What follows belongs to an exercise in optimizing a design on an open flow for small area, a short achievable clock period and few clock cycles; a production flow would make more cautious choices.
The RTL was checked by simulation tests, not by an equivalence proof against the original design.
No activity file was given, so power comes from the tool's default toggle rates.

<file path="flow/run.sh">
#!/bin/bash
# synth_recipe.tcl (not shown) runs the flow's synth.tcl, then flattens the netlist and writes it again
# the make line also repeats each setting of config.mk as NAME=value (left out here)
make -C /OpenROAD-flow-scripts/flow DESIGN_CONFIG=/design/flow/config.mk WORK_HOME=/design/flow/orfs CLKGATE_MAP_FILE= SYNTH_SCRIPT=/design/flow/synth_recipe.tcl finish
</file>
<file path="flow/config.mk">
export PLATFORM = sky130hd
export DESIGN_NAME = soc_fabric_top
export DESIGN_NICKNAME = soc_fabric_top
export VERILOG_FILES = /design/flow/design.v
export SDC_FILE = /design/flow/constraint.sdc
export NUM_CORES = 4
export LEC_CHECK = 0
export CAP_MARGIN = 20
export CORE_MARGIN = 2
export CORE_UTILIZATION = 30
export PLACE_DENSITY = 0.4
export SETUP_SLACK_MARGIN = 0.2
export SLEW_MARGIN = 20
</file>
<file path="flow/constraint.sdc">
create_clock -name core_clock -period 8.0 [get_ports {clk}]
set_input_delay 1.6000 -clock core_clock [delete_from_list [all_inputs] [get_ports {clk}]]
set_output_delay 1.6000 -clock core_clock [all_outputs]
set_load 0.01 [all_outputs]
</file>
<file path="flow/design.v">
`timescale 1ns/10ps
module ahb_decoder (
    input  logic        clk,
    input  logic        RSTn,
    input  logic [31:0] haddr_i,
    input  logic [1:0]  htrans_i,
    output logic [2:0]  hsel_o,
    input  logic        itcm_hready_i,
    input  logic        itcm_hresp_i,
    input  logic [31:0] itcm_hrdata_i,
    input  logic        dtcm_hready_i,
    input  logic        dtcm_hresp_i,
    input  logic [31:0] dtcm_hrdata_i,
    input  logic        apb_hready_i,
    input  logic        apb_hresp_i,
    input  logic [31:0] apb_hrdata_i,
    output logic        hready_o,
    output logic        hresp_o,
    output logic [31:0] hrdata_o
);
    localparam logic [1:0] ITCM    = 2'd0;
    localparam logic [1:0] DTCM    = 2'd1;
    localparam logic [1:0] APB     = 2'd2;
    localparam logic [1:0] DEFAULT = 2'd3;
    localparam logic [1:0] ERR_IDLE = 2'd0;
    localparam logic [1:0] ERR_WAIT = 2'd1;
    localparam logic [1:0] ERR_LAST = 2'd2;
    logic [3:0] region;
    logic       trans_valid;
    logic [1:0] owner_d;
    logic [1:0] owner_q;
    logic [1:0] err_q;
    assign region      = haddr_i[31:28];
    assign trans_valid = htrans_i[1];    
    always_comb begin
        hsel_o  = '0;
        owner_d = DEFAULT;
        case (region)
            4'h0: begin
                hsel_o[0] = 1'b1;
                owner_d   = ITCM;
            end
            4'h2: begin
                hsel_o[1] = 1'b1;
                owner_d   = DTCM;
            end
            4'h4: begin
                hsel_o[2] = 1'b1;
                owner_d   = APB;
            end
            default: owner_d = DEFAULT;
        endcase
    end
    always_ff @(posedge clk or negedge RSTn) begin
        if (!RSTn) begin
            owner_q <= DEFAULT;
            err_q   <= ERR_IDLE;
        end else if (hready_o) begin
            if (trans_valid) begin
                owner_q <= owner_d;
                if (owner_d == DEFAULT) begin
                    err_q <= ERR_WAIT;
                end else begin
                    err_q <= ERR_IDLE;
                end
            end else begin
                owner_q <= DEFAULT;
                err_q   <= ERR_IDLE;
            end
        end else if (err_q == ERR_WAIT) begin
            err_q <= ERR_LAST;
        end
    end
    always_comb begin
        hready_o = 1'b1;
        hresp_o  = 1'b0;
        hrdata_o = '0;
        case (owner_q)
            ITCM: begin
                hready_o = itcm_hready_i;
                hresp_o  = itcm_hresp_i;
                hrdata_o = itcm_hrdata_i;
            end
            DTCM: begin
                hready_o = dtcm_hready_i;
                hresp_o  = dtcm_hresp_i;
                hrdata_o = dtcm_hrdata_i;
            end
            APB: begin
                hready_o = apb_hready_i;
                hresp_o  = apb_hresp_i;
                hrdata_o = apb_hrdata_i;
            end
            default: begin
                if (err_q == ERR_WAIT) begin
                    hready_o = 1'b0;
                    hresp_o  = 1'b1;
                end else if (err_q == ERR_LAST) begin
                    hresp_o = 1'b1;
                end
            end
        endcase
    end
endmodule
`timescale 1ns/10ps
module ahb_sram #(
    parameter int MEM_WORDS = 64
) (
    input  logic        clk,
    input  logic        RSTn,
    input  logic        hsel_i,
    input  logic        hready_i,
    input  logic [31:0] haddr_i,
    input  logic [1:0]  htrans_i,
    input  logic [2:0]  hsize_i,
    input  logic        hwrite_i,
    input  logic [31:0] hwdata_i,
    output logic        hready_o,
    output logic        hresp_o,
    output logic [31:0] hrdata_o
);
    localparam int IDX_W = (MEM_WORDS > 1) ? $clog2(MEM_WORDS) : 1;
    logic [31:0]      mem [MEM_WORDS];
    logic             accept;
    logic             wr_pend_q;
    logic [IDX_W-1:0] idx_q;
    logic [2:0]       size_q;
    logic [1:0]       addr_lo_q;
    logic [3:0]       wr_strb;
    assign accept = hsel_i && hready_i && htrans_i[1];
    always_ff @(posedge clk or negedge RSTn) begin
        if (!RSTn) begin
            wr_pend_q <= 1'b0;
        end else if (hready_i) begin
            wr_pend_q <= accept && hwrite_i;
        end
    end
    always_ff @(posedge clk) begin
        if (accept) begin
            idx_q     <= IDX_W'(haddr_i[31:2] % MEM_WORDS);
            size_q    <= hsize_i;
            addr_lo_q <= haddr_i[1:0];
        end
    end
    always_comb begin
        case (size_q)
            3'b000:  wr_strb = 4'b0001 << addr_lo_q;
            3'b001:  wr_strb = addr_lo_q[1] ? 4'b1100 : 4'b0011;
            default: wr_strb = 4'b1111;
        endcase
    end
    always_ff @(posedge clk) begin
        if (wr_pend_q && hready_i) begin
            for (int b = 0; b < 4; b++) begin
                if (wr_strb[b]) begin
                    mem[idx_q][8*b +: 8] <= hwdata_i[8*b +: 8];
                end
            end
        end
    end
    assign hready_o = 1'b1;
    assign hresp_o  = 1'b0;
    assign hrdata_o = mem[idx_q];
endmodule
`timescale 1ns/10ps
module ahb2apb_bridge #(
    parameter int DIV_WIDTH = 4
) (
    input  logic                 clk,
    input  logic                 RSTn,
    input  logic [DIV_WIDTH-1:0] div_factor_i,
    input  logic                 hsel_i,
    input  logic                 hready_i,
    input  logic [31:0]          haddr_i,
    input  logic [1:0]           htrans_i,
    input  logic [2:0]           hsize_i,
    input  logic                 hwrite_i,
    input  logic [31:0]          hwdata_i,
    output logic                 hready_o,
    output logic                 hresp_o,
    output logic [31:0]          hrdata_o,
    output logic                 pclk_en_o,
    output logic [15:0]          paddr_o,
    output logic                 psel_o,
    output logic                 penable_o,
    output logic                 pwrite_o,
    output logic [31:0]          pwdata_o,
    output logic [3:0]           pstrb_o,
    input  logic                 pready_i,
    input  logic                 pslverr_i,
    input  logic [31:0]          prdata_i
);
    localparam logic [2:0] ST_IDLE    = 3'd0;
    localparam logic [2:0] ST_WAIT_EN = 3'd1;
    localparam logic [2:0] ST_SETUP   = 3'd2;
    localparam logic [2:0] ST_ACCESS  = 3'd3;
    localparam logic [2:0] ST_ERROR   = 3'd4;
    logic [2:0]           state_q;
    logic [2:0]           state_d;
    logic [DIV_WIDTH-1:0] div_cnt_q;
    logic                 pclk_en;
    logic                 accept;
    logic                 slot_hit;
    logic                 apb_done;
    logic                 err_second_q;
    logic [15:0]          paddr_q;
    logic                 write_q;
    logic [3:0]           strb_q;
    logic [31:0]          wdata_q;
    logic [3:0]           strb_d;
    assign pclk_en   = (div_cnt_q >= div_factor_i);
    assign pclk_en_o = pclk_en;
    assign accept   = hsel_i && hready_i && htrans_i[1];
    assign slot_hit = (haddr_i[19:16] == 4'd3);
    assign apb_done = pclk_en && pready_i;
    always_comb begin
        case (hsize_i)
            3'b000:  strb_d = 4'b0001 << haddr_i[1:0];
            3'b001:  strb_d = haddr_i[1] ? 4'b1100 : 4'b0011;
            default: strb_d = 4'b1111;
        endcase
    end
    always_comb begin
        state_d = state_q;
        case (state_q)
            ST_WAIT_EN: if (pclk_en) state_d = ST_SETUP;
            ST_SETUP:   if (pclk_en) state_d = ST_ACCESS;
            ST_ACCESS: begin
                if (apb_done) begin
                    if (pslverr_i) begin
                        state_d = ST_ERROR;
                    end else begin
                        state_d = ST_IDLE;
                    end
                end
            end
            ST_ERROR:   if (err_second_q) state_d = ST_IDLE;
            default:    state_d = ST_IDLE;
        endcase
        if (accept) begin
            if (slot_hit) begin
                state_d = ST_WAIT_EN;
            end else begin
                state_d = ST_ERROR;
            end
        end
    end
    always_ff @(posedge clk or negedge RSTn) begin
        if (!RSTn) begin
            state_q      <= ST_IDLE;
            div_cnt_q    <= '0;
            err_second_q <= 1'b0;
        end else begin
            state_q      <= state_d;
            div_cnt_q    <= pclk_en ? '0 : div_cnt_q + 1'b1;
            err_second_q <= (state_q == ST_ERROR) && !err_second_q;
        end
    end
    always_ff @(posedge clk) begin
        if (accept) begin
            paddr_q <= haddr_i[15:0];
            write_q <= hwrite_i;
            strb_q  <= strb_d;
        end
        if (state_q == ST_WAIT_EN) begin
            wdata_q <= hwdata_i;
        end
    end
    always_comb begin
        hready_o = 1'b1;
        hresp_o  = 1'b0;
        hrdata_o = prdata_i;
        case (state_q)
            ST_WAIT_EN, ST_SETUP: hready_o = 1'b0;
            ST_ACCESS: hready_o = apb_done && !pslverr_i;
            ST_ERROR: begin
                hready_o = err_second_q;
                hresp_o  = 1'b1;
            end
            default: hready_o = 1'b1;
        endcase
    end
    assign paddr_o   = paddr_q;
    assign psel_o    = (state_q == ST_SETUP) || (state_q == ST_ACCESS);
    assign penable_o = (state_q == ST_ACCESS);
    assign pwrite_o  = write_q;
    assign pwdata_o  = wdata_q;
    assign pstrb_o   = write_q ? strb_q : '0;
endmodule
`timescale 1ns/10ps
module apb_sram #(
    parameter int MEM_WORDS = 32
) (
    input  logic        clk,
    input  logic        RSTn,
    input  logic        clk_en_i,
    input  logic [15:0] paddr_i,
    input  logic        psel_i,
    input  logic        penable_i,
    input  logic        pwrite_i,
    input  logic [31:0] pwdata_i,
    input  logic [3:0]  pstrb_i,
    output logic        pready_o,
    output logic        pslverr_o,
    output logic [31:0] prdata_o
);
    localparam int IDX_W = (MEM_WORDS > 1) ? $clog2(MEM_WORDS) : 1;
    logic [31:0]      mem [MEM_WORDS];
    logic [13:0]      word;
    logic [IDX_W-1:0] idx;
    logic             oob;
    logic             access;
    logic             wait_q;
    assign word   = paddr_i[15:2];
    assign idx    = IDX_W'(word);
    assign oob    = (word >= MEM_WORDS);
    assign access = psel_i && penable_i;
    always_ff @(posedge clk or negedge RSTn) begin
        if (!RSTn) begin
            wait_q <= 1'b0;
        end else if (clk_en_i) begin
            wait_q <= access && !wait_q;
        end
    end
    always_ff @(posedge clk) begin
        if (clk_en_i && access && wait_q && pwrite_i && !oob) begin
            for (int b = 0; b < 4; b++) begin
                if (pstrb_i[b]) begin
                    mem[idx][8*b +: 8] <= pwdata_i[8*b +: 8];
                end
            end
        end
    end
    assign pready_o  = access && wait_q;
    assign pslverr_o = access && wait_q && oob;
    assign prdata_o  = oob ? '0 : mem[idx];
endmodule
`timescale 1ns/10ps
module soc_fabric_top (
    input  logic        clk,
    input  logic        RSTn,
    input  logic [3:0]  div_factor_i,
    input  logic [31:0] haddr_i,
    input  logic [1:0]  htrans_i,
    input  logic [2:0]  hsize_i,
    input  logic        hwrite_i,
    input  logic [31:0] hwdata_i,
    output logic        hready_o,
    output logic        hresp_o,
    output logic [31:0] hrdata_o
);
    localparam int ITCM_WORDS    = 64;
    localparam int DTCM_WORDS    = 64;
    localparam int APB_MEM_WORDS = 32;
    localparam int DIV_WIDTH     = 4;
    logic [2:0]  hsel;
    logic        itcm_hready, itcm_hresp;
    logic [31:0] itcm_hrdata;
    logic        dtcm_hready, dtcm_hresp;
    logic [31:0] dtcm_hrdata;
    logic        br_hready, br_hresp;
    logic [31:0] br_hrdata;
    logic        pclk_en;
    logic [15:0] paddr;
    logic        psel, penable, pwrite;
    logic [31:0] pwdata;
    logic [3:0]  pstrb;
    logic        pready, pslverr;
    logic [31:0] prdata;
    ahb_decoder u_decoder (
        .clk           (clk),
        .RSTn          (RSTn),
        .haddr_i       (haddr_i),
        .htrans_i      (htrans_i),
        .hsel_o        (hsel),
        .itcm_hready_i (itcm_hready),
        .itcm_hresp_i  (itcm_hresp),
        .itcm_hrdata_i (itcm_hrdata),
        .dtcm_hready_i (dtcm_hready),
        .dtcm_hresp_i  (dtcm_hresp),
        .dtcm_hrdata_i (dtcm_hrdata),
        .apb_hready_i  (br_hready),
        .apb_hresp_i   (br_hresp),
        .apb_hrdata_i  (br_hrdata),
        .hready_o      (hready_o),
        .hresp_o       (hresp_o),
        .hrdata_o      (hrdata_o)
    );
    ahb_sram #(.MEM_WORDS(ITCM_WORDS)) itcm_mem (
        .clk      (clk),
        .RSTn     (RSTn),
        .hsel_i   (hsel[0]),
        .hready_i (hready_o),
        .haddr_i  (haddr_i),
        .htrans_i (htrans_i),
        .hsize_i  (hsize_i),
        .hwrite_i (hwrite_i),
        .hwdata_i (hwdata_i),
        .hready_o (itcm_hready),
        .hresp_o  (itcm_hresp),
        .hrdata_o (itcm_hrdata)
    );
    ahb_sram #(.MEM_WORDS(DTCM_WORDS)) dtcm_mem (
        .clk      (clk),
        .RSTn     (RSTn),
        .hsel_i   (hsel[1]),
        .hready_i (hready_o),
        .haddr_i  (haddr_i),
        .htrans_i (htrans_i),
        .hsize_i  (hsize_i),
        .hwrite_i (hwrite_i),
        .hwdata_i (hwdata_i),
        .hready_o (dtcm_hready),
        .hresp_o  (dtcm_hresp),
        .hrdata_o (dtcm_hrdata)
    );
    ahb2apb_bridge #(.DIV_WIDTH(DIV_WIDTH)) u_bridge (
        .clk          (clk),
        .RSTn         (RSTn),
        .div_factor_i (div_factor_i),
        .hsel_i       (hsel[2]),
        .hready_i     (hready_o),
        .haddr_i      (haddr_i),
        .htrans_i     (htrans_i),
        .hsize_i      (hsize_i),
        .hwrite_i     (hwrite_i),
        .hwdata_i     (hwdata_i),
        .hready_o     (br_hready),
        .hresp_o      (br_hresp),
        .hrdata_o     (br_hrdata),
        .pclk_en_o    (pclk_en),
        .paddr_o      (paddr),
        .psel_o       (psel),
        .penable_o    (penable),
        .pwrite_o     (pwrite),
        .pwdata_o     (pwdata),
        .pstrb_o      (pstrb),
        .pready_i     (pready),
        .pslverr_i    (pslverr),
        .prdata_i     (prdata)
    );
    apb_sram #(.MEM_WORDS(APB_MEM_WORDS)) u_apb_mem (
        .clk       (clk),
        .RSTn      (RSTn),
        .clk_en_i  (pclk_en),
        .paddr_i   (paddr),
        .psel_i    (psel),
        .penable_i (penable),
        .pwrite_i  (pwrite),
        .pwdata_i  (pwdata),
        .pstrb_i   (pstrb),
        .pready_o  (pready),
        .pslverr_o (pslverr),
        .prdata_o  (prdata)
    );
endmodule
</file>
==> summary.txt <==
Run status
  • Status: complete, no violations

STA
  • Hold_ws: ~430 ps
  • Worst rel slew slack: approximately 15%
  • Final period util: between 90% and 100%
  • Max frequency: 133 MHz
  • RSZ-0062 raised after global routing: no
  • Worst Tran Pin Value: around 1200 ps
  • Final Skew: 55.5 ps
  • Slew Viols, Final: 0
  • Count of final hold-check violations: 0
  • Total negative slack: 0 ps
  • Tmin final: 7530 ps
  • # setup viols final: 0

Synthesis
  • Post-Synthesis Cells: between 9000 and 10000
  • Syn_nets: 9143
  • Yosys Warn Count: 4
  • Yosys cell types: 70
  • EDFF count, synth: about 5200
  • Synthesized area: about 200000 sq um
  • Yosys reg bits: roughly 5200
  • FFs w/ async S/R, synth: 0.287%
  • Syn_area_per_cell: between 20 and 25 sq um
  • Seq/Total Area, Yosys: between 70% and 80%
  • Post-synth top flop: edfxtp_1

Worst hold path
  • Worst hold path class: reg2reg

Clocking
  • Root buffer cell: clkbuf_16
  • TritonCTS clock tree: yes
  • Post-CTS setup buffer count: 0
  • Hold buffers post-CTS: 0
  • Max Root-Sink Buffers: 4
  • Clk Latency, worst-skew pair: between 1000 and 1500 ps
  • H-tree levels: 6
  • Num CTS Buffers: 590
  • # clock sinks: between 5000 and 6000
  • CTS clock-pin slew for the worst setup and hold paths: around 60 ps

Route
  • DRC: 0
  • WL final: around 660000 um
  • DR vias/cell: 5.13
  • Total iterations of the first detailed-routing run: 9
  • Detail Route Antenna Nets: 0
  • 1st-iter DRT viols: approximately 11000
  • Via count: around 98000
  • WL/cell: about 35 um

Floorplanning
  • Chip Width: slightly above 800 um
  • Die ar.: a little under 700000 sq um
  • Area of the core: 672000 sq um
  • Starting density of the core: a little under a third
  • IO Count: 110
  • DIE HEIGHT: 825 um
  • Row count: 301

Pwr
  • Power Total: between 50 and 60 mW
  • Maximum vdd drop: around 250 uV
  • PwrDens: approximately 250 nW/um^2
  • Leakage: approximately 71 nW

Critical path
  • Worst Path Required: between 6000 and 7000 ps
  • Crit Path Category: reg2out
  • CP startpoint kind: flip-flop
  • CP max FO: 40
  • WP data arrival: between 5000 and 6000 ps
  • Endpoint class of the critical path: output port

GRT
  • First-pass GRT wire length: about 890000 um
  • Tot GR Track Use: a little under a fifth
  • Pin count of the biggest net entering global routing: 85
  • Vias in the first global route: ~100k
  • GR Overflow Total: 0
  • Initial antenna violation count: 90

Place
  • PortBufs: 100
  • DP HPWL: 426000 um
  • Routability congestion estimate: roughly 0.78

Finish
  • Layout cells sized above 1: a little over a quarter
  • Area growth from synthesis to layout: 15.6%
  • Layout Nets: between 9000 and 10000

Flow run
  • MaxCap Viol Count: 0
[registers in the layout, summed over array words and instances, names as in the netlist, named ones only]
name,cells
u_bridge.err_second_q,1
itcm_mem.mem,2048
u_apb_mem.mem,1024
u_decoder.owner_q,2
u_bridge.strb_q,4
dtcm_mem.wr_pend_q,1
itcm_mem.addr_lo_q,2
itcm_mem.size_q,3
u_bridge.paddr_q,14
u_decoder.err_q,2
u_bridge.state_q,3
itcm_mem.wr_pend_q,1
u_bridge.write_q,1
u_bridge.div_cnt_q,4
u_bridge.wdata_q,32
dtcm_mem.mem,2048
u_apb_mem.wait_q,1
dtcm_mem.addr_lo_q,2
dtcm_mem.idx_q,6
dtcm_mem.size_q,3
itcm_mem.idx_q,6
[area by class of cell]
type                       instances  area [sq um]
fill                           62320        438000
sequential                      5225        157000
multi-input combinational       3304         43300
clock buffer                     759         15600
tap                             8938         11200
timing repair buffer             464          4450
clock inverter                   298          2510
antenna                           44           110
inverter                          19          81.3
[stage by stage]
stage          instance area [sq um]  util, %  cells  worst slack (ps)
2_1_floorplan                 202000        -   9061              3340
3_3_place_gp                  215000     32.0  17923              1160
3_5_place_dp                  215000     32.0  17925              1180
4_1_cts                       233000     34.7  18982               272
5_1_grt                       234000     34.8  19010               249
6_report                      234000     34.8  19051               467
[cell usage in the layout, fill, tap and decap left out, drive strengths merged, types with 16 or more instances in the layout]
cell type,instances
edfxtp,5193
mux4,1462
clkbuf,759
nor2,713
buf,397
nand2,300
clkinv,227
mux2i,176
a21oi,76
a22oi,74
clkdlybuf4s50,67
o21ai,52
inv,49
diode,44
nor2b,44
a211oi,42
mux2,41
bufinv,26
and2,26
o22ai,23
nand3,22
nor3,22
dfxtp,17
nor3b,16
[cell usage after synthesis (all sizes together) (15+ instances only)]
cell | number | area [sq um]
edfxtp | 5193 | 156000
o21ai | 52 | 260
clkbuf | 211 | 792
a211oi | 42 | 315
a22oi | 74 | 556
nand2 | 300 | 1130
and2 | 26 | 163
o22ai | 23 | 144
dfxtp | 17 | 340
nand4 | 15 | 93.8
a21oi | 76 | 380
nand3 | 22 | 110
nor3 | 22 | 110
inv | 17 | 63.8
mux4 | 1462 | 32900
nor2 | 713 | 2680
buf | 302 | 1770
mux2 | 41 | 462
mux2i | 176 | 1760
nor3b | 16 | 120
nor2b | 44 | 275
[what timing repair did]
| action | 4_1_cts | 5_1_grt |
|---|---|---|
| endpoints found under the hold margin | 0 | 0 |
| resized for setup | 2 | 1 |
| gates cloned | 0 | 0 |
| endpoints found under the setup margin | 2 | 1 |
[where the power goes]
part	leakage [nW]	switching [mW]	internal (mW)
registers	47.0	0.165	30.3
logic	15.0	1.33	0.577
clock network	8.77	11.2	14.6
[routing by layer]
layer  vias up  track usage, %  routed length [um]
met5         -           0.301                 504
met3       869            3.95               43600
met4        35            5.04               19200
met2      3425            30.1              308000
li1      39307               -                   -
met1     54057            26.8              292000
[worst max-delay path, cell delays in order, from the launching register on]
cell             delay [ps]
dfxtp_4                 910
buf_4                   430
mux4_2                  400
mux4_2                  480
and3_1                  300
a31o_2                  300
a221oi_1                540
o31a_1                  380
o21ai_1                 380
clkdlybuf4s50_1         600
[cells by family after synthesis]
kind of cell	synth area share, %
multiplexers	17.4
buffers and inverters	1.30
AO/OA/AOI/OAI	1.36
adder cells (fa/ha/maj)	0.0371
flip-flops	77.4
AND/OR/NAND/NOR	2.51
XOR/XNOR	0.00866
[path summary, 6_finish.rpt]
| check | startpoint | to | slack (ps) | cells after the start |
|---|---|---|---|---|
| max | flip-flop | hrdata_o[23] | 470 | 9 |
| min | u_bridge.err_second_q$_DFF_PN0_ | u_bridge.err_second_q$_DFF_PN0_ | 430 | 1 |
| max reg2reg | u_decoder.owner_q[0]$_DFFE_PN1N_ | dtcm_mem.mem[26][3]$_DFFE_PP_ | 2560 | 7 |
| min reg2reg | u_bridge.err_second_q$_DFF_PN0_ | u_bridge.err_second_q$_DFF_PN0_ | 430 | 1 |
| max in group asynchronous | RSTn | u_bridge.err_second_q$_DFF_PN0_ | 6540 | 1 |
| min in group asynchronous | RSTn | u_bridge.div_cnt_q[1]$_DFF_PN0_ | 970 | 1 |
Testbench counts, summed over its fixed seeds: cycles 95,334.

==> separate check: timing with driven ports <==
How much do the figures lean on ideal ports? The routed layout below was timed once more, with nothing changed but the port constraints. Step 1 (the two cells are an assumption about what drives the block):
set clk [get_ports {clk}]
set_driving_cell -lib_cell sky130_fd_sc_hd__clkbuf_16 $clk
set_driving_cell -lib_cell sky130_fd_sc_hd__buf_2 [delete_from_list [all_inputs] $clk]
Step 2 times the ports against the registers' clock, not the clock port: input delays grow and output delays shrink by t, the midpoint of the rising clock arrivals with the driver on. a / b / c = ideal / step 1 / step 2; a / b = the first two.
t, ns: 1.204
setup slack, ns: 0.467 / 0.343 / 1.547
worst data-port slew with drivers (ns): 0.31
After both steps this run still meets setup and hold. The setup slack of this run moves by -0.124 ns with the drivers and by +1.080 ns with both steps.
